Background: an optimization exercise with open tools, aiming at small area. Do not read the settings as production practice. Function was checked by simulation only, so behaviour that the tests miss may differ from the original. Power and IR drop assume default switching activity.

`design/flow/run.sh`:
```
#!/bin/bash
# synth_recipe.tcl (not shown) runs the flow's synth.tcl, then flattens the netlist and writes it again
# the make line also repeats each setting of config.mk as NAME=value (left out here)
make -C /OpenROAD-flow-scripts/flow DESIGN_CONFIG=/design/flow/config.mk WORK_HOME=/design/flow/orfs CLKGATE_MAP_FILE= SYNTH_SCRIPT=/design/flow/synth_recipe.tcl finish
```
`design/flow/config.mk`:
```
export PLATFORM = sky130hd
export DESIGN_NAME = pifo_top
export DESIGN_NICKNAME = pifo_top
export VERILOG_FILES = /design/flow/design.v
export SDC_FILE = /design/flow/constraint.sdc
export NUM_CORES = 4
export LEC_CHECK = 0
export CAP_MARGIN = 20
export CORE_MARGIN = 2
export CORE_UTILIZATION = 40
export SLEW_MARGIN = 20
```
`design/flow/constraint.sdc`:
```
create_clock -name core_clock -period 10.0 [get_ports {i_clk}]
set_input_delay 2.0000 -clock core_clock [delete_from_list [all_inputs] [get_ports {i_clk}]]
set_output_delay 2.0000 -clock core_clock [all_outputs]
set_load 0.01 [all_outputs]
```
`design/flow/design.v`:
```
package pifo_pkg;
    localparam int RANK_W   = 16;
    localparam int LEN_W    = 8;
    localparam int ENTRY_W  = RANK_W + LEN_W;   
    localparam int CAPACITY = 30;
    localparam int OCC_W    = 5;
    typedef logic [3:0]  apb_addr_t;
    typedef logic [31:0] apb_data_t;
    localparam apb_addr_t APB_ADDR_PUSH   = 4'h0;
    localparam apb_addr_t APB_ADDR_POP    = 4'h4;
    localparam apb_addr_t APB_ADDR_STATUS = 4'h8;
endpackage
module pifo_top (
    input  logic                i_clk,
    input  logic                i_arst_n,
    input  logic                i_psel,
    input  logic                i_penable,
    input  logic                i_pwrite,
    input  pifo_pkg::apb_addr_t i_paddr,
    input  pifo_pkg::apb_data_t i_pwdata,
    output pifo_pkg::apb_data_t o_prdata,
    output logic                o_pready,
    output logic                o_pslverr
);
    localparam int N     = pifo_pkg::CAPACITY;
    localparam int EW    = pifo_pkg::ENTRY_W;
    localparam int RW    = pifo_pkg::RANK_W;
    localparam int LW    = pifo_pkg::LEN_W;
    localparam int OW    = pifo_pkg::OCC_W;
    localparam int SPLIT = 8;   
    localparam int NI    = N / 2;   
    logic [N*EW-1:0] ent_q;
    logic [N-1:0]    vld_q;
    logic [OW-1:0] occ_q;
    logic          rd_wait_q;
    logic          ins_done_q;
    wire setup     = i_psel & ~i_penable;
    wire access    = i_psel & i_penable;
    wire a_push    = (i_paddr == pifo_pkg::APB_ADDR_PUSH);
    wire a_pop     = (i_paddr == pifo_pkg::APB_ADDR_POP);
    wire a_stat    = (i_paddr == pifo_pkg::APB_ADDR_STATUS);
    wire full      = (occ_q == OW'(N));
    wire empty     = (occ_q == '0);
    wire rd_first  = access & ~i_pwrite & ~rd_wait_q;
    wire rd_last   = access & ~i_pwrite & rd_wait_q;
    wire push_ok   = i_pwrite & a_push & ~full;
    wire occ_inc   = access & push_ok;
    wire occ_dec   = rd_last & a_pop & ~empty;
    wire pop_clr   = rd_first & a_pop;
    always_ff @(posedge i_clk or negedge i_arst_n) begin
        if (!i_arst_n) begin
            occ_q     <= '0;
            rd_wait_q <= 1'b0;
        end else begin
            rd_wait_q <= rd_first;
            if (occ_inc) begin
                occ_q <= occ_q + OW'(1);
            end else if (occ_dec) begin
                occ_q <= occ_q - OW'(1);
            end
        end
    end
    logic [NI-1:0] free_src;
    logic [NI-1:0] ins_sel;
    logic          ins_try;
    logic          ins_any;
    always_comb begin
        for (int j = 0; j < NI; j++) begin
            free_src[j] = ~vld_q[(2*j + N - 1) % N];
        end
    end
    always_comb begin
        logic seen;
        seen = 1'b0;
        for (int j = 0; j < NI; j++) begin
            ins_sel[j] = free_src[j] & ~seen;
            seen       = seen | free_src[j];
        end
    end
    assign ins_try = i_psel & push_ok & ~(i_penable & ins_done_q);
    assign ins_any = ins_try & (|free_src);
    always_ff @(posedge i_clk) begin
        ins_done_q <= setup & ins_any;
    end
    logic [N-1:0]     cand1;
    logic [RW-1:SPLIT] hi_min;
    logic [N-1:0]     m1_q;
    logic [RW-1:SPLIT] hi_q;
    always_comb begin
        logic [N-1:0] c;
        logic [N-1:0] z;
        c = vld_q;
        for (int b = RW - 1; b >= SPLIT; b--) begin
            for (int i = 0; i < N; i++) begin
                z[i] = c[i] & ~ent_q[i*EW + b];
            end
            hi_min[b] = ~(|z);
            if (|z) begin
                c = z;
            end
        end
        cand1 = c;
    end
    always_ff @(posedge i_clk) begin
        m1_q <= {cand1[N-2:0], cand1[N-1]};   
        hi_q <= hi_min;
    end
    logic [N-1:0]     win;
    logic [SPLIT-1:0] lo_min;
    logic [LW-1:0]    len_min;
    logic [SPLIT-1:0] lo_q;
    logic [LW-1:0]    len_q;
    always_comb begin
        logic [N-1:0] c;
        logic [N-1:0] z;
        logic         seen;
        c = m1_q;
        for (int b = SPLIT - 1; b >= 0; b--) begin
            for (int i = 0; i < N; i++) begin
                z[i] = c[i] & ~ent_q[i*EW + b];
            end
            lo_min[b] = ~(|z);
            if (|z) begin
                c = z;
            end
        end
        seen = 1'b0;
        for (int i = 0; i < N; i++) begin
            win[i] = c[i] & ~seen;
            seen   = seen | c[i];
        end
        len_min = '0;
        for (int i = 0; i < N; i++) begin
            len_min = len_min | (ent_q[i*EW + RW +: LW] & {LW{win[i]}});
        end
    end
    always_ff @(posedge i_clk) begin
        lo_q  <= lo_min;
        len_q <= len_min;
    end
    always_ff @(posedge i_clk) begin
        for (int i = 0; i < N; i++) begin
            if ((i % 2) == 0 && ins_any && ins_sel[i/2]) begin
                ent_q[i*EW +: EW] <= i_pwdata[EW-1:0];
            end else begin
                ent_q[i*EW +: EW] <= ent_q[((i + N - 1) % N)*EW +: EW];
            end
        end
    end
    always_ff @(posedge i_clk or negedge i_arst_n) begin
        if (!i_arst_n) begin
            vld_q <= '0;
        end else begin
            for (int i = 0; i < N; i++) begin
                vld_q[i] <= (vld_q[(i + N - 1) % N] & ~(pop_clr & win[(i + N - 1) % N]))
                          | ((i % 2) == 0 && ins_any && ins_sel[i/2]);
            end
        end
    end
    assign o_pready = access & (i_pwrite | rd_wait_q);
    always_comb begin
        if (i_pwrite) begin
            o_pslverr = ~a_push | full;
            o_prdata  = '1;
        end else if (a_pop) begin
            o_pslverr = empty;
            o_prdata  = empty ? '1 : {8'h00, len_q, hi_q, lo_q};
        end else if (a_stat) begin
            o_pslverr = 1'b0;
            o_prdata  = {{(32-OW){1'b0}}, occ_q};
        end else begin
            o_pslverr = 1'b1;
            o_prdata  = '1;
        end
    end
endmodule
```
==> results.toml <==
[routing]
drt-total-wl_mm = 120
drc_errors = 0
firstDrtPassIters = 6
vias_per_cell = 5.83
wire_per_inst_um = 24.3
drtIter0Drc = 2942
ant_nets = 0
dr_total_vias = 28900

[clock_tree]
htree_levels = 3
cts_root_buf = "clkbuf_16"
cts_sinks = 811
cts_buffers = 86
ctsHoldBuffers = 0
clk_path_buf_depth = 3
cts_tree = "yes"
clk_latency_ns = 0.66
path_clk_slew_ns = 0.06

[synth]
syn-num-nets = 3171
ys.warnings.count = 1
syn-cell-area_mm2 = 0.0320
synth-edff-count = 0
synth_most_common_cell = "dfxtp_1"
avgSynthCellArea_um2 = 10.2
synth_cell_types = 86
synthFlopType = "dfxtp_1"
ys_ff_latch = 811
synthArstFlopShare_pct = 4.44
synth_top_area_share_pct = 48.5
postSynthCellCount = 3126
synth.area.top_cells = "dfxtp_1, mux2_2, dfrtp_1"
synth_top_area_cell = "dfxtp_1"
yosysSeqAreaShare_pct = 51.3
synthTopCellsByCount = "dfxtp_1, mux2_2, inv_1, nand2_1"

[pwr]
internal-power_mw = 5.54
power_mw = 7.23
ir_drop_uv = 132
p_switching_mw = 1.69
power_density_mw_per_mm2 = 163
power_frac_comb_pct = 7.0
clockPowerShare_pct = 47.1
swShare_pct = 23.4
seq_power_share_pct = 45.9
leakage_nw = 18.6

[timing]
final_hold_viol_count = 0
tns_ns = -23.50
slew_headroom_pct = 31.5
finalSetupViolCount = 39
fin_worst_skew_ns = 0.0281
fin_crit_sh_pct = 109
max_freq_ghz = 0.0916
fin_crit_ns = 10.92
worst_pin_slew_ns = 1.03
fin_ws_ns = -0.920
rsz0062_at_grt = "true"
slew_violations = 0

[grt]
grt_max_degree = 38
antenna_found_initial = 1
grt_pass1_wl_mm = 171
gr-usage-met2_pct = 42.7
use_met1_pct = 38.5
gr-usage-all-layers_pct = 27.5
busiest_layer = "met2"
grt_pass1_vias = 27200
use_met3_pct = 5.74
grt_overflow_total = 0

[floorplan]
fp.dieW_um = 287
fp.dieArea_mm2 = 0.0823
initial_core_util_pct = 40.4
floorplan.rows = 103
core_mm2 = 0.0791
io_pins = 75
fp.dieH_um = 287

[critical_path]
critPathMaxStageDelay_ns = 0.59
worst-path-max-fanout = 21
crit_top_cell = "buf_4"
cp-start-kind = "flop"
critPathKind = "flop to flop"
critPathRequiredTime_ns = 10.47
crit_slowest_cell = "or4_4"
setup.worst_path.end_class = "flop"
arrival_ns = 11.39

[final_layout]
drive_above_1_share_pct = 38.8
regArea_mm2 = 0.0164
post-route-util_pct = 56.2
fill_cells = 6852
nets = 3873
fin_area_mm2 = 0.0445
syn_to_final_growth_pct = 38.9
multi_input_area_mm2 = 0.0161

[run_status]
check.faults = "setup timing"
status = "complete, but fails checks"

[place]
place.gp.congestion = 0.962
hpwl_mm = 84.7
dp_slack_ns = -1.43
port_buffers = 66
placed_cell_area_mm2 = 0.0381

[run]
max_cap_viol_count = 0

[hold_path]
hold_path_class = "flop to flop"
final timing paths:
| kind | start | end | slack (ns) | cells past startpoint |
|---|---|---|---|---|
| hold / removal | ent_q[357] | ent_q[381] | 0.34 | 0 |
| setup / recovery | m1_q[11] | len_q[5] | -0.92 | 50 |
| setup reg to reg | m1_q[11] | len_q[5] | -0.92 | 50 |
| hold reg to reg | ent_q[357] | ent_q[381] | 0.34 | 0 |
| max in group asynchronous | i_arst_n | vld_q[11] | 7.89 | 1 |
| min in group asynchronous | i_arst_n | occ_q[0] | 1.47 | 1 |
cell families (layout without fill, tap and decap cells):
group,count (synthesis),in the layout,share of synthesized area (%)
AO/OA/AOI/OAI,996,996,22.6
XOR/XNOR,4,4,0.109
adder cells (fa/ha/maj),4,4,0.180
buffers and inverters,385,1157,4.95
flip-flops,811,811,51.3
multiplexers,312,312,11.0
other,0,1,0
AND/OR/NAND/NOR,614,616,9.94
power by group through the flow:
stage | Clock (mW) | Combinational [mW] | Sequential (mW)
after CTS | 3.44 | 0.455 | 3.31
after floorplan | 0 | 0.208 | 3.37
after detailed placement | 0 | 0.414 | 3.39
final | 3.40 | 0.504 | 3.32
after global routing | 3.57 | 0.532 | 3.32
after global placement | 0 | 0.412 | 3.38
layout by cell type, fill, tap and decap left out, types with 35 or more instances in the layout:
master / netlist / final
a211o_1: 72 / 71
a211oi_1: 79 / 51
a21o_1: 104 / 103
a21oi_1: 122 / 82
a21oi_2: 0 / 37
a221o_1: 74 / 74
a22oi_1: 41 / 35
buf_4: 13 / 632
buf_6: 8 / 54
clkbuf_16: 0 / 96
clkdlybuf4s50_1: 0 / 65
dfrtp_1: 36 / 35
dfxtp_1: 775 / 770
inv_1: 199 / 192
mux2_2: 311 / 311
nand2_1: 196 / 195
nand2b_1: 64 / 58
nand3_1: 55 / 53
nor2_1: 92 / 85
o21ai_0: 130 / 106
o22ai_1: 100 / 58
o22ai_2: 0 / 39
layer usage:
layer	part of all wire, %	vias to the layer above
li1	-	13100
met5	0	-
met4	2.7	0
met2	45	1316
met3	8.2	218
met1	44	14200
stage by stage:
stage	hold WS (ns)	std cells
final	0.339	4951
after global routing	0.347	4950
after CTS	0.337	4871
after detailed placement	0.329	4682
after global placement	0.326	4682
after floorplan	0.323	3126
registers in the layout, indices dropped and copies added (netlist names):
register / cells
ins_done_q: 1
m1_q: 30
rd_wait_q: 1
hi_q: 8
len_q: 8
vld_q: 30
lo_q: 8
ent_q: 720
occ_q: 5
worst max-delay path, delay by kind of cell (launching register included):
kind,cells,cell delay (ns)
AND/OR/NAND/NOR,18,4.18
buffers and inverters,15,2.66
flip-flops,1,0.38
AO/OA/AOI/OAI,17,3.42
area by class of cell:
type                       instances  share of cell area [%]
multi-input combinational       1932                    36.2
clock buffer                     126                    5.70
inverter                         202                    1.72
tap                             1050                    2.95
clock inverter                    34                    1.11
sequential                       811                    36.9
timing repair buffer             795                    15.4
antenna                            1                 0.00563
timing repair:
action	4_1_cts	5_1_grt
setup endpoints to repair	67	69
setup buffers	24	62
cloned	5	22
gates resized for setup	110	361
pin swaps	30	111

[afterwards: timing with drivers on the ports]
In the flow no input, the clock included, has a driving cell. The finished layout below was timed again as built, in two steps.
Step 1 assumes that a clkbuf_16 drives the clock port and a buf_2 every other input.
Step 2 adds t to the input delays and takes it off the output delays; t is the mean of the earliest and latest rising clock arrival at the registers after step 1. Input paths then give back, and output paths get back, about the clock's delay inside the block.
Slacks: ideal ports / drivers / drivers and shift; pairs: ideal ports / drivers.
t, ns: 0.706
slack for setup (ns): -0.920 / -0.920 / -0.920
slew at the worst register clock pin (ns): 0.07 / 0.07
The setup slack of this run moves by 0.000 ns with the drivers and by 0.000 ns with both steps.
